Context: an optimization exercise on an open-source flow, tuned for small area and a short achievable clock period. The choices shown serve that exercise and are no tape-out recipe.
Only simulation tests tie the RTL to the original design; equivalence was not proved.

==> flow/design.v (outline; a module is shown in full before it is edited, if it fits) <==
// module sprite_addr_gen: 2358 lines
module sprite_addr_gen #(
  parameter  int N_SPRITES = 4,
  parameter  int COORD_W   = 10,
  parameter  int ADDR_W    = 20,
  parameter  int FRAME_W   = 4,
  parameter  int ANIM_DIV  = 8,
  localparam int ID_W      = (N_SPRITES > 1) ? $clog2(N_SPRITES) : 1
) (
  input  logic                           frame_Clk,
  input  logic                           Reset,
  input  logic [COORD_W-1:0]             DrawX,
  input  logic [COORD_W-1:0]             DrawY,
  input  logic                           vsync_tick,
  input  logic [N_SPRITES-1:0]           anim_enable,
  input  logic [N_SPRITES-1:0]           anim_restart,
  input  logic [N_SPRITES-1:0]           sprite_flip,
  input  logic [N_SPRITES*COORD_W-1:0]   sprite_X,
  input  logic [N_SPRITES*COORD_W-1:0]   sprite_Y,
  input  logic [N_SPRITES*COORD_W-1:0]   sprite_W,
  input  logic [N_SPRITES*COORD_W-1:0]   sprite_H,
  input  logic [N_SPRITES*ADDR_W-1:0]    base_addr,
  input  logic [N_SPRITES*FRAME_W-1:0]   frame_count,
  output logic                           sprite_on,
  output logic [ID_W-1:0]                sprite_id,
  output logic [ADDR_W-1:0]              spriteAddress,
  output logic [N_SPRITES*FRAME_W-1:0]   frame_idx
);
  // ...
==> flow/flow/run.sh <==
#!/bin/bash
# Standard ORFS layout (the standard.sh, standard synthesis unchanged), except that the
# port buffers that placement inserts on every input and output use sky130_fd_sc_hd__buf_1
# instead of the tool's default pick (clkdlybuf4s50_1, a slow delay cell).
# Each make step's full output goes to its own log in this folder; ORFS's per-step logs stay
# under orfs/logs/.
set -euo pipefail
bash standard.sh synth > synth.log 2>&1
bash standard.sh BUFFER_PORTS_ARGS="-buffer_cell sky130_fd_sc_hd__buf_1" finish > layout.log 2>&1
==> flow/standard.sh <==
#!/bin/bash
# synth_recipe.tcl (not shown) runs the flow's synth.tcl, then flattens the netlist and writes it again
# the make line also repeats each setting of config.mk as NAME=value (left out here)
make -C /OpenROAD-flow-scripts/flow DESIGN_CONFIG=/design/flow/config.mk WORK_HOME=/design/flow/orfs CLKGATE_MAP_FILE= SYNTH_SCRIPT=/design/flow/synth_recipe.tcl "${@:-finish}"
==> flow/config.mk <==
export PLATFORM = sky130hd
export DESIGN_NAME = sprite_addr_gen
export DESIGN_NICKNAME = sprite_addr_gen
export VERILOG_FILES = /design/flow/design.v
export SDC_FILE = /design/flow/constraint.sdc
export NUM_CORES = 4
export LEC_CHECK = 0
export ABC_AREA = 1
export CAP_MARGIN = 20
export CORE_MARGIN = 2
export CORE_UTILIZATION = 55
export SETUP_SLACK_MARGIN = 2
export SLEW_MARGIN = 20
==> flow/constraint.sdc <==
create_clock -name core_clock -period 12.0 [get_ports {frame_Clk}]
set_input_delay 2.4000 -clock core_clock [delete_from_list [all_inputs] [get_ports {frame_Clk}]]
set_output_delay 2.4000 -clock core_clock [all_outputs]
set_load 0.01 [all_outputs]
==> impl_results.md, run 1 <==
- Status: complete, no violations
- Syn_nets: 2,578
- Yosys reg bits: 42
- First-pass GRT wire length: 76,500 um
- Setup crit end: spriteAddress[18]$_SDFFE_PP0P_
- Worst-Skew Late Latency: 290 ps
- Inst Count DP: 2,667
- Die height: 163 um
- # nets final: 3,028
- Area fraction in compound gates after synthesis: 18.2%
- Multi-input combinational area share: 69.0%
- Mapped cell area: 14,000 um^2
- CP Max Fanout: 8
- WHS Path Cells: 2
- Avg Cell Area, Syn: 6.91 um^2
- Worst Setup End Kind: register
- Largest cells by area after synthesis: fa_1 28%, nand2_1 14%, inv_1 9.1%
- Leading cell kind: multi-input combinational cells
- Most common cell after layout, fill and taps aside: nand2_1
- Root buffer cell: clkbuf_16
- Clock-cell share: 0.816%
- Total gr overflow: 0
- Worst Reg-to-Reg Cells: 34
- Multiplexer share of the synthesized area: 0.322%
- Startpoint Class: primary input
- Inverters: 365
- Synth Flop Type: dfxtp_1
- Share of layout cells above drive strength 1: 20.4%
- Slew headroom: 51.7%
- Most frequent cells in the layout: 486 x nand2_1, 304 x buf_1, 303 x inv_1, 154 x fa_1, 138 x buf_4
- Setup violators final: 0
- CP max stage cell: fa_1
- Critical path depth: 48
- Hold-fix buffers at CTS: 0
- Post-CTS Setup Inserts: 72
==> run 2: changes to the inputs <==
--- a/flow/config.mk
+++ b/flow/config.mk
@@ -8,6 +8,7 @@
 export ABC_AREA = 1
 export CAP_MARGIN = 20
 export CORE_MARGIN = 2
-export CORE_UTILIZATION = 55
+export CORE_UTILIZATION = 40
 export SETUP_SLACK_MARGIN = 2
 export SLEW_MARGIN = 20
+export TNS_END_PERCENT = 5
==> run 2 against run 1 <==
Still clean. Sequential cell count unchanged. Synthesized cell count unchanged. Cell count increased by 2.3%. Critical path depth increased by 6. Clock-buffer cell count unchanged. Hold slack about the same. Maximum frequency increased by 0.49%. Area after synthesis unchanged. Worst setup slack improved by 53 ps. Highest routed layer is now met5.
==> impl_results.md, run 2 <==
- Max reg flops: 20
- Startpoint Class: primary input
- Die area: 36,400 um^2
- Worst Setup End Kind: register
- Tmin final: 10,790 ps
- Worst-Skew Late Latency: 290 ps (about the same)
- Total gr overflow: 0 (unchanged)
- Syn_nets: 2,578 (unchanged)
- Worst EP arrival: 10,980 ps
- Row cnt: 68
- Reg clk slew, reported paths: 60 ps
- CP required: 12,190 ps
- Yosys reg bits: 42 (unchanged)
- Clock skew: 7.12 ps
- Largest register by flop count: spriteAddress
- Mapped cell area: 14,000 um^2 (unchanged)
- GRT Total Usage: 30.1%
- Most frequent cells in the layout: 503 x nand2_1, 325 x inv_1, 313 x buf_1, 173 x fa_1, 136 x nor2_1
- TritonRoute pass-1 iters: 8
- Via count: 15,300
- EDFF count, synth: 0
- Synth Flop Type: dfxtp_1
- Worst R2R End: spriteAddress[19]$_SDFFE_PP0P_
- Share of the synthesized area in the top cell type: 28.4%
- IO buf count: 329
- CTS H-Tree Depth: 2
- Post-synth top cells: 523 x nand2_1, 337 x inv_1, 198 x fa_1
- Slew headroom: 51.7% (about the same)
- # clock sinks: 42
- Hold_sp: div_cnt[2]$_SDFFE_PP0P_
- Async SR Flop Fraction: 0%
- Worst Reg-to-Reg Cells: 38 (+12%)
- Setup violators final: 0 (unchanged)
- Critical path depth: 54 (+13%)
- Placer Congestion: 0.944
- Core area: 34,500 um^2
- DR DRC count: 0
- Cells after Synth: 2,021
- Hold-fix buffers at CTS: 0 (unchanged)
- Status: complete, no violations
- WHS Path Cells: 2 (unchanged)
- # nets final: 2,968 (-2.0%)
- Largest net degree at the start of global routing: 30
- Ys Warns: 1
- Reg area: 841 um^2
- CP max stage cell: fa_1
- Top Registers: spriteAddress (20), frame_q (16), div_cnt (3)
- Antenna violations before repair: 1
- Most common cell after layout, fill and taps aside: nand2_1
- Max-cap violations: 0
- Initial core utilization: 40.5%
- Slew Limit Fails: 0
- RSZ-0062 raised after global routing: true
- Synth cell types: 57
- Post-route ant nets: 0
- Largest cells by area after synthesis: fa_1 28%, nand2_1 14%, inv_1 9.1%
- WL/cell: 19.1 um
- Sequential area share after synthesis: 6.02%
- Area leader, netlist: fa_1
- Vias/cell: 5.34
- Max Root-Sink Buffers: 2
- Worst hold path endpoint: div_cnt[2]$_SDFFE_PP0P_
- DRT iter0 DRCs: 1,048
- CTS tree: done
- Fin util: 50.6%
- First-pass GRT wire length: 83,400 um (+9.0%)
- Reg-to-Reg Start: frame_q[0]$_SDFFE_PP0P_
- Largest delay contributor family on the critical path: adder cells
- CTS buffer count: 5
- Multi-input gate area: 12,100 um^2
- Slew @ Worst Pin: 724 ps
- CP Max Fanout: 13 (+5)
- Die Span X: 191 um
- CP Class: in2reg
- Crit. Startpoint: DrawX[4]
- Filler cell count: 3,562
- Root buffer cell: clkbuf_16
- Die height: 191 um (+17%)
- CP Buf/Inv Count: 11
- Most frequent CP cell: nand2_1
- Area grow syn2layout: 24.8%
- Max incr delay on CP: 590 ps
- Hold/Removal Path Class: reg2reg
- Avg Cell Area, Syn: 6.91 um^2 (unchanged)
- Share of layout cells above drive strength 1: 13.4% (-7.0 points)
- Number of global-route vias before repair: 15,300
- Setup TNS Final: 0 ps
- Period utilization: 89.9%
- Post-DP HPWL: 45,600 um
- WL final: 54,900 um
- Final-report hold violation count: 0
- Most common cell in the netlist: nand2_1
- Max Freq: 0.0926 GHz
- I/O pin count: 330
==> run 2: cell count changes in the layout (fill, tap and decap cells not counted), sizes merged <==
cell,delta
buf,-63
bufbuf,+3
clkinv,-2
inv,+3
bufinv,+1
clkinvlp,-2
==> run 2: worst max-delay path by stage <==
stage,end,slack [ps]
floorplan,spriteAddress[19]$_SDFFE_PP0P_,1540
global route,spriteAddress[19]$_SDFFE_PP0P_,670
finish,spriteAddress[19]$_SDFFE_PP0P_,1210
global placement,spriteAddress[19]$_SDFFE_PP0P_,450
CTS,spriteAddress[19]$_SDFFE_PP0P_,1330
detailed placement,spriteAddress[19]$_SDFFE_PP0P_,360
==> run 2: cell type report <==
| cell class | count | share of cell area, % |
|---|---|---|
| inverters | 363 | 8.34 |
| clock buffers | 5 | 0.718 |
| repair buffers | 433 | 13.0 |
| multi-input cells | 1564 | 69.6 |
| clock inverters | 3 | 0.136 |
| flip-flops and latches | 42 | 4.82 |
| diodes | 1 | 0.0144 |
| repair inverters | 2 | 0.115 |
| well taps | 455 | 3.26 |
==> run 2: timing repair <==
action / 4_1_cts / 5_1_grt
gates cloned: 5 / 1
gates resized for setup: 107 / 28
setup endpoints to repair: 12 / 12
pin swaps: 50 / 24
buffers inserted: 47 / 16
==> run 2: cell families after synthesis <==
group	Yosys count	synth area share [%]
AOI/OAI and AO/OA	406	18.2
xor gates and xnor gates	83	5.20
adders and majority gates	266	34.5
buffers and inverters	415	11.4
DFF	42	6.02
muxes	2	0.322
and+or+nand+nor	807	24.3
==> run 2: layer usage <==
metal,wire (um),global-route usage [%],vias to the layer above
met5,16,0,-
met1,21300,36.6,7136
met4,2990,14.4,2
met2,25900,52.4,745
li1,-,-,7270
met3,4730,4.10,163
==> run 2: worst register-to-register path: cells and delay by family, from the launching register on <==
kind / cells / cell delay, ps
AO/OA/AOI/OAI: 7 / 1120
XOR/XNOR: 1 / 170
AND/OR/NAND/NOR: 16 / 1510
flip-flops: 1 / 610
adder cells (fa/ha/maj): 8 / 3370
buffers and inverters: 6 / 400
==> run 2: through the flow <==
step                      area, um^2  setup WS [ps]  cells  hold slack [ps]
after floorplan                14300           1540   2021              446
after global placement         16100            453   2789              458
after detailed placement       16100            362   2790              469
after CTS                      17200           1330   2850              480
after global routing           17400            673   2867              506
final                          17400           1210   2868              480
==> run 3: changes to the inputs <==
--- a/flow/config.mk
+++ b/flow/config.mk
@@ -11,4 +11,3 @@
 export CORE_UTILIZATION = 40
 export SETUP_SLACK_MARGIN = 2
 export SLEW_MARGIN = 20
-export TNS_END_PERCENT = 5
==> run 3 against run 2 <==
Still clean. Clock skew up 6.2 ps. Design area up 5.2%. Register-to-register slack about the same. Area after synthesis unchanged. Largest cell class unchanged. Highest routed layer is now met4.
==> impl_results.md, run 3 <==
- Most frequent CP cell: nand2_2
- Setup crit end: spriteAddress[19]$_SDFFE_PP0P_
- # nets final: 3,024 (+1.9%)
- RSZ-0062 raised after global routing: true
- Tmin final: 10,760 ps (-34.8 ps)
- CTS H-Tree Depth: 2 (unchanged)
- Crit. Startpoint: DrawX[3]
- Most frequent cells in the layout: 490 x nand2_1, 312 x inv_1, 311 x buf_1, 161 x fa_1, 140 x buf_4
- I/O pin count: 330 (unchanged)
- Mapped cell area: 14,000 um^2 (unchanged)
- Post-route ant nets: 0 (unchanged)
- Share of the synthesized area in the top cell type: 28.4% (unchanged)
- First-pass GRT wire length: 81,100 um (-2.8%)
- Ys Warns: 1 (unchanged)
- Largest delay contributor family on the critical path: adder cells
- CP required: 12,190 ps (about the same)
- Worst-Skew Late Latency: 290 ps (about the same)
- Avg Cell Area, Syn: 6.91 um^2 (unchanged)
- Area leader, netlist: fa_1
- Startpoint Class: primary input
- Slew headroom: 49.7% (-2.0 points)
- IO buf count: 329 (unchanged)
- WL final: 52,600 um (-4.2%)
- Max Root-Sink Buffers: 2 (unchanged)
- Synth Flop Type: dfxtp_1
- Core area: 34,500 um^2 (unchanged)
- Yosys reg bits: 42 (unchanged)
- Sequential area share after synthesis: 6.02% (unchanged)
- GRT Total Usage: 28.6% (-1.5 points)
- # clock sinks: 42 (unchanged)
- WL/cell: 18.0 um (-6.0%)
- Async SR Flop Fraction: 0% (unchanged)
- CTS buffer count: 5 (unchanged)
- Syn_nets: 2,578 (unchanged)
- Number of global-route vias before repair: 15,200 (-0.82%)
- Max incr delay on CP: 560 ps (-30 ps)
- CP max stage cell: fa_1
- Post-DP HPWL: 43,500 um (-4.7%)
- Die area: 36,400 um^2 (unchanged)
- Hold/Removal Path Class: reg2reg
- Critical path depth: 56 (+3.7%)
- Root buffer cell: clkbuf_16
- Setup violators final: 0 (unchanged)
- Row cnt: 68 (unchanged)
- DR DRC count: 0 (unchanged)
- Antenna violations before repair: 0 (-1)
- EDFF count, synth: 0 (unchanged)
- TritonRoute pass-1 iters: 5 (-3)
- Via count: 15,400 (+0.47%)
- Slew @ Worst Pin: 755 ps (+30.5 ps)
- Largest register by flop count: spriteAddress
- Largest cells by area after synthesis: fa_1 28%, nand2_1 14%, inv_1 9.1%
- Reg clk slew, reported paths: 60 ps (about the same)
- Synth cell types: 57 (unchanged)
- DRT iter0 DRCs: 939 (-10%)
- Slew Limit Fails: 0 (unchanged)
- Worst Setup End Kind: register
- Die height: 191 um (unchanged)
- CP Buf/Inv Count: 14 (+3)
- Reg-to-Reg Start: frame_q[8]$_SDFFE_PP0P_
- Initial core utilization: 40.5% (unchanged)
- Multi-input gate area: 12,600 um^2 (+3.6%)
- CP Class: in2reg
- Status: complete, no violations
- Most common cell after layout, fill and taps aside: nand2_1
- CP Max Fanout: 6 (-7)
- Ant. Diodes: 0 (-1)
- Cells after Synth: 2,021 (unchanged)
- Fin util: 53.2% (+2.6 points)
- Clock skew: 13.4 ps (+6.25 ps)
- Worst R2R End: spriteAddress[19]$_SDFFE_PP0P_
- Reg area: 841 um^2 (unchanged)
- Max-cap violations: 0 (unchanged)
- Worst Reg-to-Reg Cells: 29 (-24%)
- Worst EP arrival: 10,950 ps (-30 ps)
- Setup TNS Final: 0 ps (unchanged)
- Filler cell count: 3,416 (-4.1%)
- Placer Congestion: 0.966 (+2.3%)
- Max Freq: 0.0929 GHz (+0.32%)
- Area grow syn2layout: 31.3%
- Most common cell in the netlist: nand2_1
- Die Span X: 191 um (unchanged)
- Top Registers: spriteAddress (20), frame_q (16), div_cnt (3)
- Total gr overflow: 0 (unchanged)
- CTS tree: done
- Vias/cell: 5.26 (-1.4%)
- Period utilization: 89.7% (-0.29 points)
- Max reg flops: 20 (unchanged)
- Final-report hold violation count: 0 (unchanged)
- Hold-fix buffers at CTS: 0 (unchanged)
- Post-synth top cells: 523 x nand2_1, 337 x inv_1, 198 x fa_1
- Largest net degree at the start of global routing: 38 (+27%)
- Share of layout cells above drive strength 1: 18.3% (+4.8 points)
[run 3: cell types whose count changed in the layout (fill, tap and decap cells not counted), moves of 6 or more]
cell,delta
o22ai_1,-9
nand2_1,-13
a21oi_2,+6
inv_2,+12
a21oi_1,-11
inv_1,-13
fa_1,-12
fa_2,+12
buf_6,+8
buf_4,+51
nand2_4,+6
nand2_2,+8
o22ai_2,+6
[run 3: metrics by stage]
step	cells	instance area [um^2]	hold slack [ps]	worst slack (ps)
global route	2923	18300	519	812
floorplan	2021	14400	446	1550
global placement	2806	16300	460	398
CTS	2908	18000	480	1490
detailed placement	2806	16300	470	334
finish	2923	18300	481	1240
[run 3: cell type report]
class / instances / area share, %
Clock buffer: 5 / 0.682
Clock inverter: 3 / 0.157
Inverter: 363 / 7.97
Multi-Input combinational cell: 1565 / 68.6
Sequential cell: 42 / 4.58
Tap cell: 455 / 3.10
Timing Repair Buffer: 490 / 14.9
[run 3: tightest hold or removal path, stage by stage (launching register included)]
cell and delay [ps]:
dfxtp_1 320, nand2_1 60, a21oi_1 60
[run 3: layer usage]
metal  part of all wire, %  global-route usage (%)  up-vias
li1                      -                       -     7398
met1                    44                    39.0     7336
met2                    46                    47.3      575
met3                   7.3                    4.40       79
met4                   2.5                    7.33        0
met5                     0                       0        -
[run 3: worst min-delay path by stage]
stage	slack [ps]	to	start	cells past startpoint
3_3_place_gp	460	div_cnt[2]$_SDFFE_PP0P_	div_cnt[2]$_SDFFE_PP0P_	2
5_1_grt	520	sprite_id[0]$_SDFFE_PP0P_	sprite_id[0]$_SDFFE_PP0P_	2
6_report	480	div_cnt[2]$_SDFFE_PP0P_	div_cnt[2]$_SDFFE_PP0P_	2
2_1_floorplan	450	div_cnt[0]$_SDFFE_PP0P_	div_cnt[0]$_SDFFE_PP0P_	1
3_5_place_dp	470	div_cnt[2]$_SDFFE_PP0P_	div_cnt[2]$_SDFFE_PP0P_	2
4_1_cts	480	div_cnt[2]$_SDFFE_PP0P_	div_cnt[2]$_SDFFE_PP0P_	2
[run 3: what timing repair did]
item	4_1_cts	5_1_grt
setup buffers	89	15
gates resized for setup	196	41
setup endpoints to repair	13	12
cloned	5	0
pin swaps	84	44
[run 3: cell families after synthesis]
group	after synthesis	share of synthesized area, %
DFF	42	6.02
AOI/OAI and AO/OA	406	18.2
and+or+nand+nor	807	24.3
adders and majority gates	266	34.5
xor gates and xnor gates	83	5.20
buffers and inverters	415	11.4
muxes	2	0.322
==> run 4: changes to the inputs <==
--- a/flow/config.mk
+++ b/flow/config.mk
@@ -9,5 +9,6 @@
 export CAP_MARGIN = 20
 export CORE_MARGIN = 2
 export CORE_UTILIZATION = 40
-export SETUP_SLACK_MARGIN = 2
+export SETUP_SLACK_MARGIN = 3
 export SLEW_MARGIN = 20
+export TNS_END_PERCENT = 10
==> run 4 against run 3 <==
Design area is 4.9% lower. Non-clock buffer count is 57 lower. Cell count is 1.9% lower. Sequential cell count stayed put. Routed wire length is 4.4% higher. First-iteration DRC count is 12% higher. Area after synthesis stayed put. Core utilization is 2.6 points lower. Via count is 0.47% lower. Register-to-register slack hardly changed.
==> impl_results.md, run 4 <==
- Hold_sp: div_cnt[2]$_SDFFE_PP0P_
- Hold WS: 480 ps (-0.497 ps)
- Largest cells by area after synthesis: fa_1 28%, nand2_1 14%, inv_1 9.1%
- Max Freq: 0.0926 GHz (-0.32%)
- Slew Limit Fails: 0 (unchanged)
- CP required: 12,190 ps (about the same)
- CP max stage cell: fa_1
- Tmin final: 10,790 ps (+34.8 ps)
- First-pass GRT wire length: 83,400 um (+2.8%)
- Setup TNS Final: 0 ps (unchanged)
- CP Max Fanout: 13 (+7)
- Worst EP arrival: 10,980 ps (+30 ps)
- Synth Flop Type: dfxtp_1
- Mapped cell area: 14,000 um^2 (unchanged)
- Core area: 34,500 um^2 (unchanged)
- Inst Count DP: 2,790 (-0.57%)
- Yosys reg bits: 42 (unchanged)
- CTS tree: done
- Most frequent cells in the layout: 503 x nand2_1, 325 x inv_1, 313 x buf_1, 173 x fa_1, 136 x nor2_1
- Antenna violations before repair: 1 (+1)
- WL final: 54,900 um (+4.4%)
- Setup violators final: 0 (unchanged)
- Initial core utilization: 40.5% (unchanged)
- Fin util: 50.6% (-2.6 points)
- Filler cell count: 3,562 (+4.3%)
- CP Class: in2reg
- WL/cell: 19.1 um (+6.4%)
- Largest register by flop count: spriteAddress
- Post-route ant nets: 0 (unchanged)
- DRT iter0 DRCs: 1,048 (+12%)
- Avg Cell Area, Syn: 6.91 um^2 (unchanged)
- Ys Warns: 1 (unchanged)
- RSZ-0062 raised after global routing: true
- Most common cell in the netlist: nand2_1
- Reg-to-Reg Start: frame_q[0]$_SDFFE_PP0P_
- Reg clk slew, reported paths: 60 ps (about the same)
- Total gr overflow: 0 (unchanged)
- Syn_nets: 2,578 (unchanged)
- CTS H-Tree Depth: 2 (unchanged)
- Share of layout cells above drive strength 1: 13.4% (-4.8 points)
- Die area: 36,400 um^2 (unchanged)
- Max Root-Sink Buffers: 2 (unchanged)
- Top Registers: spriteAddress (20), frame_q (16), div_cnt (3)
- Most frequent CP cell: nand2_1
- Via count: 15,300 (-0.47%)
- Slew headroom: 51.7% (+2.0 points)
- # nets final: 2,968 (-1.9%)
- Worst-Skew Late Latency: 290 ps (about the same)
- Period utilization: 89.9% (+0.29 points)
- Largest net degree at the start of global routing: 30 (-21%)
- Max reg flops: 20 (unchanged)
- Row cnt: 68 (unchanged)
- Post-synth top cells: 523 x nand2_1, 337 x inv_1, 198 x fa_1
- Vias/cell: 5.34 (+1.4%)
- Die Span X: 191 um (unchanged)
- Sequential area share after synthesis: 6.02% (unchanged)
- Cells after Synth: 2,021 (unchanged)
- Placer Congestion: 0.944 (-2.2%)
- DR DRC count: 0 (unchanged)
- Worst Setup End Kind: register
- Non-Filler Instances: 2,868 (-1.9%)
- Post-DP HPWL: 45,600 um (+4.9%)
- TritonRoute pass-1 iters: 8 (+3)
- Area grow syn2layout: 24.8%
- Root buffer cell: clkbuf_16
- Max-cap violations: 0 (unchanged)
- Status: complete, no violations
- Clock skew: 7.12 ps (-6.25 ps)
- GRT Total Usage: 30.1% (+1.5 points)
- Async SR Flop Fraction: 0% (unchanged)
- CTS buffer count: 5 (unchanged)
- EDFF count, synth: 0 (unchanged)
- Share of the synthesized area in the top cell type: 28.4% (unchanged)
- Synth cell types: 57 (unchanged)
- Hold/Removal Path Class: reg2reg
- I/O pin count: 330 (unchanged)
- Max incr delay on CP: 590 ps (+30 ps)
- IO buf count: 329 (unchanged)
- Slew @ Worst Pin: 724 ps (-30.5 ps)
- Die height: 191 um (unchanged)
- Startpoint Class: primary input
- Number of global-route vias before repair: 15,300 (+0.82%)
- Final-report hold violation count: 0 (unchanged)
- Area leader, netlist: fa_1
- # clock sinks: 42 (unchanged)
- Crit. Startpoint: DrawX[4]
- Most common cell after layout, fill and taps aside: nand2_1
run 4: worst max-delay path: cells and delay by family:
kind / cells / cell delay [ps]
adder cells (fa/ha/maj): 9 / 3900
AND/OR/NAND/NOR: 26 / 2260
buffers and inverters: 11 / 1120
AO/OA/AOI/OAI: 7 / 1100
XOR/XNOR: 1 / 170
run 4: final timing paths:
check | slack, ps | end | cells past startpoint
hold reg to reg | 480 | div_cnt[2]$_SDFFE_PP0P_ | 2
hold / removal | 480 | div_cnt[2]$_SDFFE_PP0P_ | 2
setup reg to reg | 4750 | spriteAddress[19]$_SDFFE_PP0P_ | 38
setup / recovery | 1210 | spriteAddress[19]$_SDFFE_PP0P_ | 54
run 4: area by class of cell:
class	count	area (um^2)	share of cell area [%]
multi-input combinational	1564	12100	69.6
timing repair buffer	433	2260	13.0
inverter	363	1450	8.34
sequential	42	841	4.82
tap	455	569	3.26
clock buffer	5	125	0.718
clock inverter	3	23.8	0.136
timing repair inverter	2	20.0	0.115
antenna	1	2.50	0.0144
run 4: repair_timing:
item / 4_1_cts / 5_1_grt
hold buffers: 0 / 0
cloned: 5 / 1
setup endpoints to repair: 15 / 16
gates resized for setup: 107 / 28
pin swaps: 50 / 24
setup buffers: 47 / 16
run 4: kinds of logic (layout without fill, tap and decap cells):
kind of cell               after synthesis  after routing  synth area share, %
and+or+nand+nor                        807            807                 24.3
muxes                                    2              2                0.322
AOI/OAI and AO/OA                      406            406                 18.2
adders and majority gates              266            266                 34.5
DFF                                     42             42                 6.02
other                                    0              1                    0
buffers and inverters                  415            806                 11.4
xor gates and xnor gates                83             83                 5.20
run 4: per-stage QoR:
stage	instance area, um^2	setup slack [ps]
6_report	17400	1210
5_1_grt	17400	673
2_1_floorplan	14300	1540
4_1_cts	17200	1330
3_5_place_dp	16100	362
3_3_place_gp	16100	453
run 4: per-layer routing:
layer | track usage, % | part of all wire [%] | vias to the layer above
li1 | - | - | 7270
met4 | 14.4 | 5.4 | 2
met5 | 0 | 0.029 | -
met1 | 36.6 | 39 | 7136
met2 | 52.4 | 47 | 745
met3 | 4.10 | 8.6 | 163
==> run 5: changes to the inputs <==
--- a/flow/config.mk
+++ b/flow/config.mk
@@ -9,6 +9,7 @@
 export CAP_MARGIN = 20
 export CORE_MARGIN = 2
 export CORE_UTILIZATION = 40
-export SETUP_SLACK_MARGIN = 3
+export GPL_TIMING_DRIVEN = 0
+export SETUP_SLACK_MARGIN = 2
 export SLEW_MARGIN = 20
 export TNS_END_PERCENT = 10
==> run 5 against run 4 <==
Sequential share of layout area barely moved. Hold slack lost 1.8 ps. Still clean. First-iteration DRC count grew 2.4%. Non-clock buffer count increased by 1. Worst setup slack got worse by 610 ps. Clock-buffer cell count unchanged. Via count increased by 1.0%. Global-route usage is 1.3 points higher. Synthesized cell count is the same.
==> impl_results.md, run 5 <==
- Status: complete, no violations
- Max Root-Sink Buffers: 2 (unchanged)
- Reg clk slew, reported paths: 60 ps (about the same)
- Number of global-route vias before repair: 15,300 (-0.026%)
- First-pass GRT wire length: 86,000 um (+3.2%)
- CTS tree: done
- CP max stage cell: fa_1
- Largest register by flop count: spriteAddress
- Largest cells by area after synthesis: fa_1 28%, nand2_1 14%, inv_1 9.1%
- Post-route ant nets: 0 (unchanged)
- Most common cell after layout, fill and taps aside: nand2_1
- RSZ-0062 raised after global routing: true
- Async SR Flop Fraction: 0% (unchanged)
- CTS buffer count: 5 (unchanged)
- Most common cell in the netlist: nand2_1
- Root buffer cell: clkbuf_16
- Max Freq: 0.0877 GHz (-5.4%)
- TritonRoute pass-1 iters: 5 (-3)
- Worst Reg-to-Reg Cells: 41 (+7.9%)
- Sequential area share after synthesis: 6.02% (unchanged)
- Area leader, netlist: fa_1
- EDFF count, synth: 0 (unchanged)
- Total gr overflow: 0 (unchanged)
- WL final: 58,100 um (+5.8%)
- Slew Limit Fails: 0 (unchanged)
- Ys Warns: 1 (unchanged)
- Vias/cell: 5.39 (+1.0%)
- Hold WS: 479 ps (-1.80 ps)
- Post-synth top cells: 523 x nand2_1, 337 x inv_1, 198 x fa_1
- Yosys reg bits: 42 (unchanged)
- CTS H-Tree Depth: 2 (unchanged)
- Worst EP arrival: 11,590 ps (+610 ps)
- Max-cap violations: 0 (unchanged)
- Hold-fix buffers at CTS: 0 (unchanged)
- Tmin final: 11,400 ps (+610 ps)
- WL/cell: 20.3 um (+5.8%)
- Post-DP HPWL: 48,500 um (+6.3%)
- Die area: 36,400 um^2 (unchanged)
- Die Span X: 191 um (unchanged)
- CP Class: in2reg
- Worst-Skew Late Latency: 290 ps (about the same)
- Slew headroom: 45.9% (-5.9 points)
- Die height: 191 um (unchanged)
- Most frequent CP cell: nand2_1
- Row cnt: 68 (unchanged)
- Share of the synthesized area in the top cell type: 28.4% (unchanged)
- CP required: 12,190 ps (about the same)
- Period utilization: 95.0% (+5.1 points)
- Setup crit end: spriteAddress[19]$_SDFFE_PP0P_
- IO buf count: 328 (-0.30%)
- DRT iter0 DRCs: 1,073 (+2.4%)
- Crit. Startpoint: DrawX[4]
- Filler cell count: 3,565 (+0.084%)
- Avg Cell Area, Syn: 6.91 um^2 (unchanged)
- Hold/Removal Path Class: reg2reg
- GRT Total Usage: 31.4% (+1.3 points)
- Placer Congestion: 0.984 (+4.2%)
- Syn_nets: 2,578 (unchanged)
- Worst R2R End: spriteAddress[19]$_SDFFE_PP0P_
- Core area: 34,500 um^2 (unchanged)
- Hold_sp: div_cnt[0]$_SDFFE_PP0P_
- Largest delay contributor family on the critical path: adder cells
- Share of layout cells above drive strength 1: 12.5% (-0.91 points)
- Setup violators final: 0 (unchanged)
- # clock sinks: 42 (unchanged)
- Top Registers: spriteAddress (20), frame_q (16), div_cnt (3)
- Reg-to-Reg Start: frame_q[8]$_SDFFE_PP0P_
- Synth cell types: 57 (unchanged)
- CP Max Fanout: 10 (-3)
- Critical path depth: 60 (+11%)
- Post-DP Area: 16,100 um^2 (about the same)
- Antenna violations before repair: 2 (+1)
- Initial core utilization: 40.5% (unchanged)
- Final-report hold violation count: 0 (unchanged)
- Setup TNS Final: 0 ps (unchanged)
- Worst Setup End Kind: register
- Fin util: 50.2% (-0.42 points)
- Max incr delay on CP: 500 ps (-90 ps)
- Area grow syn2layout: 23.8%
- Cells after Synth: 2,021 (unchanged)
- # nets final: 2,967 (-0.034%)
- Largest net degree at the start of global routing: 16 (-47%)
- Mapped cell area: 14,000 um^2 (unchanged)
- Slew @ Worst Pin: 812 ps (+88.1 ps)
- Synth Flop Type: dfxtp_1
- DR DRC count: 0 (unchanged)
- CP Buf/Inv Count: 17 (+6)
- Startpoint Class: primary input
- Via count: 15,500 (+1.0%)
- I/O pin count: 330 (unchanged)
- Final non-filler cell area: 17,300 um^2 (-0.83%)
- Max reg flops: 20 (unchanged)
- Most frequent cells in the layout: 503 x nand2_1, 324 x inv_1, 316 x buf_1, 182 x fa_1, 137 x nor2_1
- Clock skew: 6.70 ps (-0.412 ps)
## run 5: cell counts after synthesis
Identical to the previous run, type by type.
## run 5: worst min-delay path by stage
| stage | to | cells after the start | slack, ps |
|---|---|---|---|
| final | div_cnt[0]$_SDFFE_PP0P_ | 1 | 480 |
| after global routing | div_cnt[0]$_SDFFE_PP0P_ | 1 | 500 |
| after CTS | sprite_id[0]$_SDFFE_PP0P_ | 2 | 480 |
| after detailed placement | div_cnt[0]$_SDFFE_PP0P_ | 1 | 460 |
| after global placement | div_cnt[2]$_SDFFE_PP0P_ | 2 | 460 |
| after floorplan | div_cnt[0]$_SDFFE_PP0P_ | 1 | 450 |
## run 5: timing repair
| action | in CTS | in global routing |
|---|---|---|
| endpoints found under the setup margin | 15 | 13 |
| resized for setup | 79 | 83 |
| pin swaps | 22 | 39 |
| setup buffers | 32 | 21 |
| cloned | 0 | 0 |
## run 5: logic make-up (layout without fill, tap and decap cells)
logic type	Yosys count	after routing	synth area share [%]
fa+ha+maj	266	266	34.5
simple gates	807	807	24.3
xor+xnor	83	83	5.20
buf+inv	415	805	11.4
compound gates	406	406	18.2
mux	2	2	0.322
other cells	0	2	0
flops	42	42	6.02
## run 5: area by class of cell
cell class              instances  area (um^2)  area share, %
multi-input cells            1564        12200           70.3
flip-flops and latches         42          841           4.86
repair buffers                382         1700           9.83
well taps                     455          569           3.29
diodes                          2         5.00         0.0289
inverters                     363         1420           8.19
plain buffers                  52          460           2.66
clock buffers                   5          125          0.724
clock inverters                 3         23.8          0.137
## run 5: layer usage
metal / part of all wire, % / track usage, %
met1: 40 / 38.4
met2: 49 / 56.7
met4: 4.2 / 12.4
met5: 0 / 0
met3: 6.8 / 2.78
## run 5: per-stage QoR
stage	std cells	setup slack, ps
floorplan	2021	1540
finish	2868	596
CTS	2845	648
global route	2868	264
detailed placement	2805	-929
global placement	2804	-909
==> run 6: changes to the inputs <==
--- a/flow/config.mk
+++ b/flow/config.mk
@@ -9,7 +9,6 @@
 export CAP_MARGIN = 20
 export CORE_MARGIN = 2
 export CORE_UTILIZATION = 40
-export GPL_TIMING_DRIVEN = 0
 export SETUP_SLACK_MARGIN = 2
 export SLEW_MARGIN = 20
 export TNS_END_PERCENT = 10
==> run 6 against run 5 <==
Still clean. Register-to-register slack better by 250 ps. Area after synthesis did not move. Critical path depth fell by 6. Die area is the same. Clock-buffer cell count is the same. First-iteration DRC count is 2.3% lower. Via count fell by 0.99%. Synthesized cell count stayed put. Cell count did not move.
==> impl_results.md, run 6 <==
- Status: complete, no violations
- # clock sinks: 42 (unchanged)
- Area leader, netlist: fa_1
- Max-cap violations: 0 (unchanged)
- Reg clk slew, reported paths: 60 ps (about the same)
- DRT iter0 DRCs: 1,048 (-2.3%)
- Root buffer cell: clkbuf_16
- Post-route ant nets: 0 (unchanged)
- Met3 wire length: 4730 um (+19%)
- Worst Setup End Kind: register
- Most frequent CP cell: nand2_1
- Share of layout cells above drive strength 1: 13.4% (+0.91 points)
- GRT Total Usage: 30.1% (-1.3 points)
- Post-DP Area: 16,100 um^2 (about the same)
- Most common cell in the netlist: nand2_1
- CP required: 12,190 ps (about the same)
- Die height: 191 um (unchanged)
- CTS tree: done
- Die Span X: 191 um (unchanged)
- Initial core utilization: 40.5% (unchanged)
- TritonRoute pass-1 iters: 8 (+3)
- Largest register by flop count: spriteAddress
- Setup crit end: spriteAddress[19]$_SDFFE_PP0P_
- Hold/Removal Path Class: reg2reg
- Inst Count DP: 2,790 (-0.53%)
- Hold_sp: div_cnt[2]$_SDFFE_PP0P_
- DR top layer: met5
- Hold-fix buffers at CTS: 0 (unchanged)
- DR WL met2: 25,900 um (-8.6%)
- Max reg flops: 20 (unchanged)
- Max Freq: 0.0926 GHz (+5.7%)
- First-pass GRT wire length: 83,400 um (-3.1%)
- Post-DP HPWL: 45,600 um (-5.9%)
- IO buf count: 329 (+0.30%)
- I/O pin count: 330 (unchanged)
- Slew headroom: 51.7% (+5.9 points)
- Synth Flop Type: dfxtp_1
- Synth cell types: 57 (unchanged)
- Avg Cell Area, Syn: 6.91 um^2 (unchanged)
- Row cnt: 68 (unchanged)
- Area grow syn2layout: 24.8%
- Syn_nets: 2,578 (unchanged)
- CP Class: in2reg
- CTS buffer count: 5 (unchanged)
- Largest net degree at the start of global routing: 30 (+14)
- Die area: 36,400 um^2 (unchanged)
- Placer Congestion: 0.944 (-4.0%)
- Max Root-Sink Buffers: 2 (unchanged)
- Period utilization: 89.9% (-5.1 points)
- CP Max Fanout: 13 (+3)
- Setup violators final: 0 (unchanged)
- Clock skew: 7.12 ps (+0.412 ps)
- WL final: 54,900 um (-5.5%)
- Worst EP arrival: 10,980 ps (-610 ps)
- Share of the synthesized area in the top cell type: 28.4% (unchanged)
- DR DRC count: 0 (unchanged)
- Filler cell count: 3,562 (-0.084%)
- Final non-filler cell area: 17,400 um^2 (+0.84%)
- Mapped cell area: 14,000 um^2 (unchanged)
- Vias/cell: 5.34 (-0.99%)
- Tmin final: 10,790 ps (-610 ps)
- Non-Filler Instances: 2,868 (unchanged)
- WL/cell: 19.1 um (-5.5%)
- Core area: 34,500 um^2 (unchanged)
- Post-synth top cells: 523 x nand2_1, 337 x inv_1, 198 x fa_1
- Startpoint Class: primary input
- Multi-input gate area: 12,100 um^2 (-0.10%)
- Sequential area share after synthesis: 6.02% (unchanged)
- Via count: 15,300 (-0.99%)
- Total gr overflow: 0 (unchanged)
- RSZ-0062 raised after global routing: true
- Antenna violations before repair: 1 (-1)
- Crit. Startpoint: DrawX[4]
- Largest cells by area after synthesis: fa_1 28%, nand2_1 14%, inv_1 9.1%
- CTS H-Tree Depth: 2 (unchanged)
- Worst R2R End: spriteAddress[19]$_SDFFE_PP0P_
- Number of global-route vias before repair: 15,300 (+0.026%)
- Worst-Skew Late Latency: 290 ps (about the same)
- Most frequent cells in the layout: 503 x nand2_1, 325 x inv_1, 313 x buf_1, 173 x fa_1, 136 x nor2_1
- # nets final: 2,968 (+0.034%)
- Final-report hold violation count: 0 (unchanged)
- Top Registers: spriteAddress (20), frame_q (16), div_cnt (3)
- Metal-1 WL: 21,300 um (-9.0%)
- Reg-to-Reg Start: frame_q[0]$_SDFFE_PP0P_
- Slew Limit Fails: 0 (unchanged)
- Most common cell after layout, fill and taps aside: nand2_1
- CP max stage cell: fa_1
- Worst Reg-to-Reg Cells: 38 (-7.3%)
- EDFF count, synth: 0 (unchanged)
- Max incr delay on CP: 590 ps (+90 ps)
- Async SR Flop Fraction: 0% (unchanged)
- Slew @ Worst Pin: 724 ps (-88.1 ps)
- Cells after Synth: 2,021 (unchanged)
- Setup TNS Final: 0 ps (unchanged)
- Ys Warns: 1 (unchanged)
- Reg area: 841 um^2 (unchanged)
- Yosys reg bits: 42 (unchanged)
-- run 6: cell count changes in the layout (fill, tap and decap cells not counted), sizes merged --
cell           previous run  this run
bufinv                    0         1
bufbuf                    0         3
clkbuf                   30        10
inv                     356       353
clkdlybuf4s15             1         0
clkinv                    5         9
buf                     408       425
diode                     2         1
-- run 6: cells by family after synthesis --
family / synth area share (%)
AOI/OAI and AO/OA: 18.2
xor gates and xnor gates: 5.20
adders and majority gates: 34.5
buffers and inverters: 11.4
DFF: 6.02
muxes: 0.322
and+or+nand+nor: 24.3
-- run 6: how the worst min path moves through the flow --
stage                                      endpoint  depth (start not counted)  slack, ps
after floorplan             div_cnt[0]$_SDFFE_PP0P_                          1        450
after global placement      div_cnt[2]$_SDFFE_PP0P_                          2        460
after detailed placement  sprite_id[0]$_SDFFE_PP0P_                          2        470
after CTS                   div_cnt[2]$_SDFFE_PP0P_                          2        480
after global routing      sprite_id[0]$_SDFFE_PP0P_                          2        510
final                       div_cnt[2]$_SDFFE_PP0P_                          2        480
-- run 6: timing repair --
action / 4_1_cts / 5_1_grt
buffers inserted: 47 / 16
setup endpoints to repair: 12 / 12
resized for setup: 107 / 28
cloned: 5 / 1
pin swaps: 50 / 24
endpoints found under the hold margin: 0 / 0
-- run 6: routing by layer --
layer  vias to the layer above  GRT usage, %
met5                         -             0
met4                         2          14.4
met3                       163          4.10
met2                       745          52.4
met1                      7136          36.6
li1                       7270             -
-- run 6: through the flow --
step	setup slack, ps	hold slack, ps	util, %
final	1210	480	50.6
after global routing	673	506	50.6
after CTS	1330	480	49.9
after detailed placement	362	469	46.8
after global placement	453	458	46.8
after floorplan	1540	446	-
-- run 6: layout make-up --
type / instances / area share (%)
sequential: 42 / 4.82
clock buffer: 5 / 0.718
clock inverter: 3 / 0.136
timing repair buffer: 433 / 13.0
multi-input combinational: 1564 / 69.6
antenna: 1 / 0.0144
tap: 455 / 3.26
inverter: 363 / 8.34
timing repair inverter: 2 / 0.115
-- run 6: critical path, delay by kind of cell --
| family | cells | cell delay [ps] |
|---|---|---|
| compound gates | 7 | 1100 |
| simple gates | 26 | 2260 |
| xor+xnor | 1 | 170 |
| fa+ha+maj | 9 | 3900 |
| buf+inv | 11 | 1120 |
==> run 7: changes to the inputs <==
--- a/flow/config.mk
+++ b/flow/config.mk
@@ -8,7 +8,7 @@
 export ABC_AREA = 1
 export CAP_MARGIN = 20
 export CORE_MARGIN = 2
-export CORE_UTILIZATION = 40
+export CORE_UTILIZATION = 33
 export SETUP_SLACK_MARGIN = 2
 export SLEW_MARGIN = 20
 export TNS_END_PERCENT = 10
==> run 7 against run 6 <==
Highest routed layer unchanged. Via count shrank 1.3%. Worst setup slack lost 30 ps. First-iteration DRC count shrank 10%. Die area grew 21%. Still clean on timing, DRC and antenna. Area after synthesis is the same. Synthesized cell count is the same. Design area grew 1.4%. Maximum frequency shrank 0.28%. Non-clock buffer count grew 13. Cell count grew 3.3%.
==> impl_results.md, run 7 <==
- CTS buffer count: 5 (unchanged)
- Post-route ant nets: 0 (unchanged)
- Largest net degree at the start of global routing: 38 (+27%)
- Setup TNS Final: 0 ps (unchanged)
- Mapped cell area: 14,000 um^2 (unchanged)
- Slew Limit Fails: 0 (unchanged)
- IO buf count: 329 (unchanged)
- Hold-fix buffers at CTS: 0 (unchanged)
- Most common cell after layout, fill and taps aside: nand2_1
- Initial core utilization: 33.4% (-7.2 points)
- Share of layout cells above drive strength 1: 13.9% (+0.42 points)
- Post-synth top cells: 523 x nand2_1, 337 x inv_1, 198 x fa_1
- CTS H-Tree Depth: 2 (unchanged)
- Worst EP arrival: 11,010 ps (+30 ps)
- WL final: 55,400 um (+0.95%)
- CP Max Fanout: 6 (-7)
- I/O pin count: 330 (unchanged)
- Clock skew: 5.64 ps (-1.47 ps)
- Ys Warns: 1 (unchanged)
- Hold/Removal Path Class: reg2reg
- Fin util: 42.3% (-8.3 points)
- Worst Setup End Kind: register
- Max reg flops: 20 (unchanged)
- Slew @ Worst Pin: 861 ps (+137 ps)
- Area grow syn2layout: 26.6%
- Antenna violations before repair: 1 (unchanged)
- Via count: 15,100 (-1.3%)
- Max Root-Sink Buffers: 2 (unchanged)
- Most frequent CP cell: nand2_1
- Cells after Synth: 2,021 (unchanged)
- Die height: 210 um (+9.9%)
- Final non-filler cell area: 17,700 um^2 (+1.4%)
- Async SR Flop Fraction: 0% (unchanged)
- TritonRoute pass-1 iters: 5 (-3)
- Die Span X: 210 um (+9.9%)
- EDFF count, synth: 0 (unchanged)
- Synth cell types: 57 (unchanged)
- Top Registers: spriteAddress (20), frame_q (16), div_cnt (3)
- Yosys reg bits: 42 (unchanged)
- Max-cap violations: 0 (unchanged)
- Worst-Skew Late Latency: 280 ps (about the same)
- # nets final: 2,982 (+0.47%)
- Row cnt: 75 (+10%)
- Ant. Diodes: 0 (-1)
- Vias/cell: 5.10 (-4.5%)
- Area leader, netlist: fa_1
- Most common cell in the netlist: nand2_1
- DRT iter0 DRCs: 940 (-10%)
- Startpoint Class: primary input
- GRT Total Usage: 25.1% (-5.0 points)
- RSZ-0062 raised after global routing: true
- Avg Cell Area, Syn: 6.91 um^2 (unchanged)
- Share of the synthesized area in the top cell type: 28.4% (unchanged)
- Max incr delay on CP: 610 ps (+20 ps)
- # clock sinks: 42 (unchanged)
- CTS tree: done
- Root buffer cell: clkbuf_16
- First-pass GRT wire length: 85,400 um (+2.5%)
- CP max stage cell: fa_2
- Final-report hold violation count: 0 (unchanged)
- Largest cells by area after synthesis: fa_1 28%, nand2_1 14%, inv_1 9.1%
- Reg clk slew, reported paths: 60 ps (about the same)
- Die area: 44,000 um^2 (+21%)
- Core area: 41,900 um^2 (+21%)
- Setup violators final: 0 (unchanged)
- Synth Flop Type: dfxtp_1
- Most frequent cells in the layout: 503 x nand2_1, 325 x inv_1, 311 x buf_1, 171 x fa_1, 138 x nor2_1
- Post-DP HPWL: 45,300 um (-0.64%)
- WL/cell: 18.7 um (-2.3%)
- Largest register by flop count: spriteAddress
- Number of global-route vias before repair: 15,300 (+0.23%)
- Period utilization: 90.2% (+0.25 points)
- Slew headroom: 42.6% (-9.1 points)
- Status: complete, no violations
- Placer Congestion: 1.01 (+7.2%)
- Post-DP Area: 16,300 um^2 (+1.1%)
- Total gr overflow: 0 (unchanged)
- CP required: 12,180 ps (about the same)
- Sequential area share after synthesis: 6.02% (unchanged)
- Tmin final: 10,820 ps (+30.3 ps)
- DR DRC count: 0 (unchanged)
- CP Class: in2reg
- Max Freq: 0.0924 GHz (-0.28%)
- Syn_nets: 2,578 (unchanged)
==> run 7: cell counts after synthesis <==
Identical to the previous run, type by type.
==> run 7: worst paths after layout <==
path / start / end / cells past startpoint
hold reg to reg: div_cnt[2]$_SDFFE_PP0P_ / div_cnt[2]$_SDFFE_PP0P_ / 2
setup / recovery: DrawX[4] / spriteAddress[19]$_SDFFE_PP0P_ / 53
setup reg to reg: frame_q[8]$_SDFFE_PP0P_ / spriteAddress[19]$_SDFFE_PP0P_ / 37
hold / removal: div_cnt[2]$_SDFFE_PP0P_ / div_cnt[2]$_SDFFE_PP0P_ / 2
==> run 7: cell type report <==
| class | count | area (um^2) |
|---|---|---|
| well taps | 539 | 674 |
| fillers | 4424 | 24200 |
| clock buffers | 5 | 125 |
| flip-flops and latches | 42 | 841 |
| repair inverters | 2 | 20.0 |
| multi-input cells | 1565 | 12200 |
| repair buffers | 446 | 2400 |
| clock inverters | 2 | 10.0 |
| inverters | 363 | 1450 |
==> run 7: logic make-up after synthesis <==
family / count (synthesis) / synth area share, %
flops: 42 / 6.02
mux: 2 / 0.322
fa+ha+maj: 266 / 34.5
buf+inv: 415 / 11.4
xor+xnor: 83 / 5.20
simple gates: 807 / 24.3
compound gates: 406 / 18.2
==> run 7: per-layer routing <==
layer	share of wire, %	routed length [um]	track usage [%]
met1	44	24400	33.1
met2	45	25100	41.3
met3	7.8	4320	5.39
met4	2.8	1580	7.41
met5	0.023	13	0
==> run 7: stage by stage <==
step / instances / setup WS, ps / hold slack (ps)
finish: 2964 / 1180 / 480
global route: 2964 / 673 / 489
CTS: 2954 / 1310 / 481
detailed placement: 2883 / 367 / 471
global placement: 2883 / 454 / 459
floorplan: 2021 / 1540 / 446
==> run 7: worst max-delay path, delay by kind of cell <==
family | cells | cell delay (ps)
buf+inv | 16 | 1430
simple gates | 21 | 1980
fa+ha+maj | 8 | 3770
compound gates | 8 | 1390
==> run 7: what timing repair did <==
item	CTS	global route
pin swaps	50	21
buffers inserted	57	10
setup endpoints to repair	12	13
gates cloned	7	0
gates resized for setup	136	8
==> run 8: changes to the inputs <==
--- a/flow/config.mk
+++ b/flow/config.mk
@@ -8,7 +8,7 @@
 export ABC_AREA = 1
 export CAP_MARGIN = 20
 export CORE_MARGIN = 2
-export CORE_UTILIZATION = 33
+export CORE_UTILIZATION = 47
 export SETUP_SLACK_MARGIN = 2
 export SLEW_MARGIN = 20
 export TNS_END_PERCENT = 10
==> run 8 against run 7 <==
Die area shrank 29%. Largest cell class unchanged. Sequential share of layout area shrank 0.27 points. Global-route usage grew 11 points. Clock skew grew 0.81 ps. Worst setup slack lost 180 ps. Critical endpoint unchanged. Critical path type unchanged. Cell count shrank 1.7%. Core utilization grew 21 points. Sequential cell count is the same. Non-clock buffer count grew 101.
==> impl_results.md, run 8 <==
- Status: complete, no violations
- Max Freq: 0.0908 GHz (-1.7%)
- Clock skew: 6.45 ps (+0.807 ps)
- Filler cell count: 2,745 (-38%)
- Initial core utilization: 47.4% (+14 points)
- Avg Cell Area, Syn: 6.91 um^2 (unchanged)
- Share of layout cells above drive strength 1: 19.5% (+5.7 points)
- CP Max Fanout: 7 (+1)
- Most common cell after layout, fill and taps aside: nand2_1
- Multi-input gate area: 12,300 um^2 (+1.4%)
- # nets final: 3,080 (+3.3%)
- Most frequent cells in the layout: 487 x nand2_1, 312 x inv_1, 308 x buf_1, 165 x fa_1, 133 x nor2_1
- IO buf count: 329 (unchanged)
- Worst EP arrival: 11,200 ps (+190 ps)
- Max incr delay on CP: 560 ps (-50 ps)
- Die height: 176 um (-16%)
- CTS buffer count: 5 (unchanged)
- Yosys reg bits: 42 (unchanged)
- RSZ-0062 raised after global routing: true
- Reg clk slew, reported paths: 60 ps (about the same)
- Cells after Synth: 2,021 (unchanged)
- Most common cell in the netlist: nand2_1
- Top Registers: spriteAddress (20), frame_q (16), div_cnt (3)
- Vias/cell: 5.54 (+8.7%)
- I/O pin count: 330 (unchanged)
- Hold-fix buffers at CTS: 0 (unchanged)
- Share of the synthesized area in the top cell type: 28.4% (unchanged)
- Largest register by flop count: spriteAddress
- Synth cell types: 57 (unchanged)
- WL final: 58,600 um (+5.6%)
- Worst-Skew Late Latency: 290 ps (about the same)
- Die Span X: 176 um (-16%)
- Number of global-route vias before repair: 15,800 (+3.1%)
- Via count: 16,100 (+6.9%)
- GRT Total Usage: 36.6% (+11 points)
- Core area: 29,500 um^2 (-30%)
- Setup TNS Final: 0 ps (unchanged)
- Slew Limit Fails: 0 (unchanged)
- EDFF count, synth: 0 (unchanged)
- Final-report hold violation count: 0 (unchanged)
- CP max stage cell: fa_2
- Hold/Removal Path Class: reg2reg
- Max Root-Sink Buffers: 2 (unchanged)
- Tmin final: 11,010 ps (+184 ps)
- Largest cells by area after synthesis: fa_1 28%, nand2_1 14%, inv_1 9.1%
- Post-DP HPWL: 44,900 um (-0.89%)
- Slew @ Worst Pin: 728 ps (-132 ps)
- Reg area: 841 um^2 (unchanged)
- DRT iter0 DRCs: 1,173 (+25%)
- DR DRC count: 0 (unchanged)
- Antenna violations before repair: 0 (-1)
- Pre-CTS WS: 131 ps (-237 ps)
- Post-DP Area: 16,300 um^2 (about the same)
- Ys Warns: 1 (unchanged)
- Fin worst setup slack: 991 ps (-184 ps)
- Post-synth top cells: 523 x nand2_1, 337 x inv_1, 198 x fa_1
- CP Class: in2reg
- Row cnt: 63 (-16%)
- Slew headroom: 51.4% (+8.8 points)
- Synth Flop Type: dfxtp_1
- Fin util: 63.6% (+21 points)
- Period utilization: 91.7% (+1.5 points)
- Syn_nets: 2,578 (unchanged)
- Final non-filler cell area: 18,700 um^2 (+6.0%)
- Max reg flops: 20 (unchanged)
- Total gr overflow: 0 (unchanged)
- TritonRoute pass-1 iters: 6 (+1)
- Root buffer cell: clkbuf_16
- First-pass GRT wire length: 86,300 um (+1.0%)
- Largest net degree at the start of global routing: 38 (unchanged)
- Post-route ant nets: 0 (unchanged)
- Area grow syn2layout: 34.2%
- # clock sinks: 42 (unchanged)
- CTS H-Tree Depth: 2 (unchanged)
- Sequential area share after synthesis: 6.02% (unchanged)
- Die area: 31,100 um^2 (-29%)
- CP required: 12,190 ps (about the same)
- Area leader, netlist: fa_1
- Startpoint Class: primary input
- Setup violators final: 0 (unchanged)
- WL/cell: 20.1 um (+7.4%)
- Max-cap violations: 0 (unchanged)
- Async SR Flop Fraction: 0% (unchanged)
- Mapped cell area: 14,000 um^2 (unchanged)
- Placer Congestion: 0.970 (-4.1%)
- CTS tree: done
- Worst Setup End Kind: register
run 8: changes by cell type in the layout (fill, tap and decap cells not counted), moves of 5 or more:
cell | previous run | this run
o21ai_0 | 122 | 113
buf_6 | 7 | 68
nor2_1 | 138 | 133
inv_1 | 325 | 312
nand2_2 | 19 | 34
buf_4 | 102 | 132
fa_1 | 171 | 165
inv_2 | 15 | 25
o21ai_1 | 12 | 17
fa_2 | 27 | 33
clkbuf_2 | 0 | 7
nand2_1 | 503 | 487
run 8: repair_timing:
action	in CTS	in global routing
cloned	5	1
pin swaps	80	80
endpoints found under the setup margin	12	23
setup buffers	116	25
endpoints found under the hold margin	0	0
resized for setup	160	132
run 8: cell type report:
type | instances | area share (%)
multi-input cells | 1564 | 65.8
diodes | 1 | 0.0134
flip-flops and latches | 42 | 4.49
clock buffers | 6 | 0.688
well taps | 390 | 2.60
inverters | 363 | 7.78
repair buffers | 547 | 18.5
clock inverters | 2 | 0.0734
run 8: cell families after synthesis:
family,Yosys count,synth area share (%)
simple gates,807,24.3
buf+inv,415,11.4
compound gates,406,18.2
fa+ha+maj,266,34.5
flops,42,6.02
mux,2,0.322
xor+xnor,83,5.20
run 8: layer usage:
layer  GRT usage (%)  vias up  wire length, um
li1                -     7520                -
met2            64.8      865            27600
met3            3.04      250             4420
met1            43.6     7513            22000
met4            20.8        0             4530
met5               0        -                0
run 8: path summary, 6_finish.rpt:
check,slack (ps),startpoint,depth (start not counted),end
min,480,div_cnt[2]$_SDFFE_PP0P_,2,div_cnt[2]$_SDFFE_PP0P_
max reg2reg,4690,frame_q[8]$_SDFFE_PP0P_,35,spriteAddress[19]$_SDFFE_PP0P_
max,990,DrawX[4],50,spriteAddress[19]$_SDFFE_PP0P_
min reg2reg,480,div_cnt[2]$_SDFFE_PP0P_,2,div_cnt[2]$_SDFFE_PP0P_
run 8: metrics by stage:
stage	cells	hold WS, ps
after CTS	2888	484
after global routing	2914	498
after global placement	2759	458
final	2915	481
after floorplan	2021	446
after detailed placement	2759	470
run 8: worst max-delay path, delay by kind of cell:
| kind | cells | cell delay (ps) |
|---|---|---|
| compound gates | 6 | 1120 |
| fa+ha+maj | 12 | 4820 |
| buf+inv | 14 | 1440 |
| simple gates | 18 | 1410 |
==> run 9: changes to the inputs <==
--- a/flow/config.mk
+++ b/flow/config.mk
@@ -6,9 +6,9 @@
 export NUM_CORES = 4
 export LEC_CHECK = 0
 export ABC_AREA = 1
-export CAP_MARGIN = 20
+export CAP_MARGIN = 5
 export CORE_MARGIN = 2
-export CORE_UTILIZATION = 47
+export CORE_UTILIZATION = 40
 export SETUP_SLACK_MARGIN = 2
-export SLEW_MARGIN = 20
+export SLEW_MARGIN = 5
 export TNS_END_PERCENT = 10
==> run 9 against run 8 <==
Critical path depth is 10 lower. Non-clock buffer count is 94 lower. Area after synthesis stayed put. Still clean on timing, DRC and antenna. Critical endpoint unchanged. Clock-buffer cell count is 1 lower. Via count is 4.2% lower. Cell count is 0.82% lower. First-iteration DRC count is 14% lower. Hold slack worse by 7.1 ps. Highest routed layer unchanged. Sequential cell count stayed put.
==> impl_results.md, run 9 <==
- Status: complete, no violations
- CP required: 12,180 ps (about the same)
- Sequential area share after synthesis: 6.02% (unchanged)
- Max Freq: 0.0928 GHz (+2.2%)
- Period utilization: 89.8% (-2.0 points)
- Synth Flop Type: dfxtp_1
- Most common cell after layout, fill and taps aside: nand2_1
- Clock skew: 5.22 ps (-1.23 ps)
- Vias/cell: 5.35 (-3.4%)
- First-pass GRT wire length: 85,500 um (-0.99%)
- IO buf count: 329 (unchanged)
- EDFF count, synth: 0 (unchanged)
- # clock sinks: 42 (unchanged)
- Post-route ant nets: 0 (unchanged)
- WL/cell: 19.3 um (-4.1%)
- Die area: 36,400 um^2 (+17%)
- Worst-Skew Late Latency: 280 ps (about the same)
- Post-DP HPWL: 45,600 um (+1.5%)
- CTS buffer count: 5 (unchanged)
- Mapped cell area: 14,000 um^2 (unchanged)
- Number of global-route vias before repair: 15,400 (-2.9%)
- DR top layer: met4
- Area leader, netlist: fa_1
- Ys Warns: 1 (unchanged)
- CTS tree: done
- Hold/Removal Path Class: reg2reg
- Filler cell count: 3,489 (+27%)
- Setup violators final: 0 (unchanged)
- Final-report hold violation count: 0 (unchanged)
- Largest net degree at the start of global routing: 38 (unchanged)
- Antenna violations before repair: 1 (+1)
- Slew headroom: 19.1% (-32 points)
- Hold WS: 474 ps (-7.07 ps)
- Inst Count DP: 2,789 (+1.1%)
- Share of layout cells above drive strength 1: 15.2% (-4.3 points)
- CP max stage cell: fa_2
- CP Max Fanout: 19 (+12)
- Largest cells by area after synthesis: fa_1 28%, nand2_1 14%, inv_1 9.1%
- Via count: 15,500 (-4.2%)
- Area grow syn2layout: 27.1%
- Max incr delay on CP: 580 ps (+20 ps)
- DR WL met2: 26,800 um (-2.7%)
- Share of the synthesized area in the top cell type: 28.4% (unchanged)
- Worst Setup End Kind: register
- Yosys reg bits: 42 (unchanged)
- Setup TNS Final: 0 ps (unchanged)
- Root buffer cell: clkbuf_16
- Worst EP arrival: 10,960 ps (-240 ps)
- I/O pin count: 330 (unchanged)
- GRT Total Usage: 30.8% (-5.8 points)
- Metal-1 WL: 22,400 um (+1.6%)
- Die height: 191 um (+8.2%)
- Initial core utilization: 40.5% (-6.8 points)
- # nets final: 2,991 (-2.9%)
- Max Root-Sink Buffers: 2 (unchanged)
- Slew Limit Fails: 0 (unchanged)
- Max reg flops: 20 (unchanged)
- Post-synth top cells: 523 x nand2_1, 337 x inv_1, 198 x fa_1
- Syn_nets: 2,578 (unchanged)
- WL final: 55,700 um (-4.8%)
- Placer Congestion: 0.944 (-2.7%)
- RSZ-0062 raised after global routing: true
[run 9: final cells by class]
| cell class | count | area, um^2 | area share, % |
|---|---|---|---|
| Tap cell | 455 | 569 | 3.21 |
| Sequential cell | 42 | 841 | 4.74 |
| Timing Repair Buffer | 453 | 2420 | 13.6 |
| Multi-Input combinational cell | 1566 | 12300 | 69.1 |
| Inverter | 363 | 1460 | 8.23 |
| Timing Repair inverter | 3 | 26.3 | 0.148 |
| Antenna cell | 1 | 2.50 | 0.0141 |
| Clock inverter | 3 | 43.8 | 0.247 |
| Clock buffer | 5 | 125 | 0.705 |
[run 9: kinds of logic after synthesis]
| family | count (synthesis) | synth area share [%] |
|---|---|---|
| and+or+nand+nor | 807 | 24.3 |
| DFF | 42 | 6.02 |
| muxes | 2 | 0.322 |
| adders and majority gates | 266 | 34.5 |
| buffers and inverters | 415 | 11.4 |
| AOI/OAI and AO/OA | 406 | 18.2 |
| xor gates and xnor gates | 83 | 5.20 |
[run 9: per-stage QoR]
stage	util [%]	instance area [um^2]	setup slack [ps]
2_1_floorplan	-	14300	1540
3_3_place_gp	46.8	16100	453
3_5_place_dp	46.8	16100	326
4_1_cts	50.4	17400	1320
5_1_grt	51.5	17800	721
6_report	51.5	17800	1230
[run 9: final timing paths]
path,start,end,depth (start not counted)
setup / recovery,DrawX[8],spriteAddress[19]$_SDFFE_PP0P_,40
hold / removal,div_cnt[2]$_SDFFE_PP0P_,div_cnt[2]$_SDFFE_PP0P_,2
setup reg to reg,frame_q[0]$_SDFFE_PP0P_,spriteAddress[19]$_SDFFE_PP0P_,37
hold reg to reg,div_cnt[2]$_SDFFE_PP0P_,div_cnt[2]$_SDFFE_PP0P_,2
[run 9: routing by layer]
metal	vias to the layer above	track usage, %
met4	0	11.3
met5	-	0
met1	7312	38.9
met2	706	54.4
li1	7327	-
met3	120	2.67
[run 9: worst max-delay path, delay by kind of cell]
kind | cells | cell delay, ps
adders and majority gates | 12 | 4840
buffers and inverters | 12 | 1500
and+or+nand+nor | 11 | 1320
AOI/OAI and AO/OA | 5 | 860
[run 9: timing repair]
action,in CTS,in global routing
pin swaps,55,63
gates cloned,8,0
gates resized for setup,129,51
setup buffers,59,26
hold buffers,0,0
endpoints found under the setup margin,12,12
hold endpoints to repair,0,0

-- afterwards: timing with drivers on the ports --
The results above use ideal ports. As a check the final layouts listed here were re-extracted and re-timed, cells and wires unchanged.
Step 1 assumes that a clkbuf_16 drives the clock port and a buf_2 every other input.
Step 2 adds t to the input delays and takes it off the output delays; t is the mean of the earliest and latest rising clock arrival at the registers after step 1. Input paths then give back, and output paths get back, about the clock's delay inside the block.
Three values: ideal ports, drivers, drivers and shift; two values: the first two.
run	t (ns)	slack for setup (ns)	worst setup path at the end	clock arrival spread, ns
run 1	0.332	1.153 / 1.153 / 0.821	input to register	0.007 / 0.007
run 2	0.320	1.206 / 1.220 / 0.901	input to register	0.007 / 0.007
run 3	0.325	1.241 / 1.211 / 0.886	input to register	0.013 / 0.013
run 4	0.320	1.206 / 1.220 / 0.901	input to register	0.007 / 0.007
run 5	0.322	0.596 / 0.607 / 0.286	input to register	0.007 / 0.007
run 6	0.320	1.206 / 1.220 / 0.901	input to register	0.007 / 0.007
run 7	0.318	1.176 / 1.190 / 0.872	input to register	0.006 / 0.006
run 8	0.325	0.991 / 0.963 / 0.638	input to register	0.007 / 0.007
run 9	0.316	1.226 / 1.240 / 0.924	input to register	0.005 / 0.006
After both steps every run listed still meets setup and hold. For run 3, which loses most, drivers alone change the setup slack by -0.030 ns; drivers and shift together by -0.355 ns.
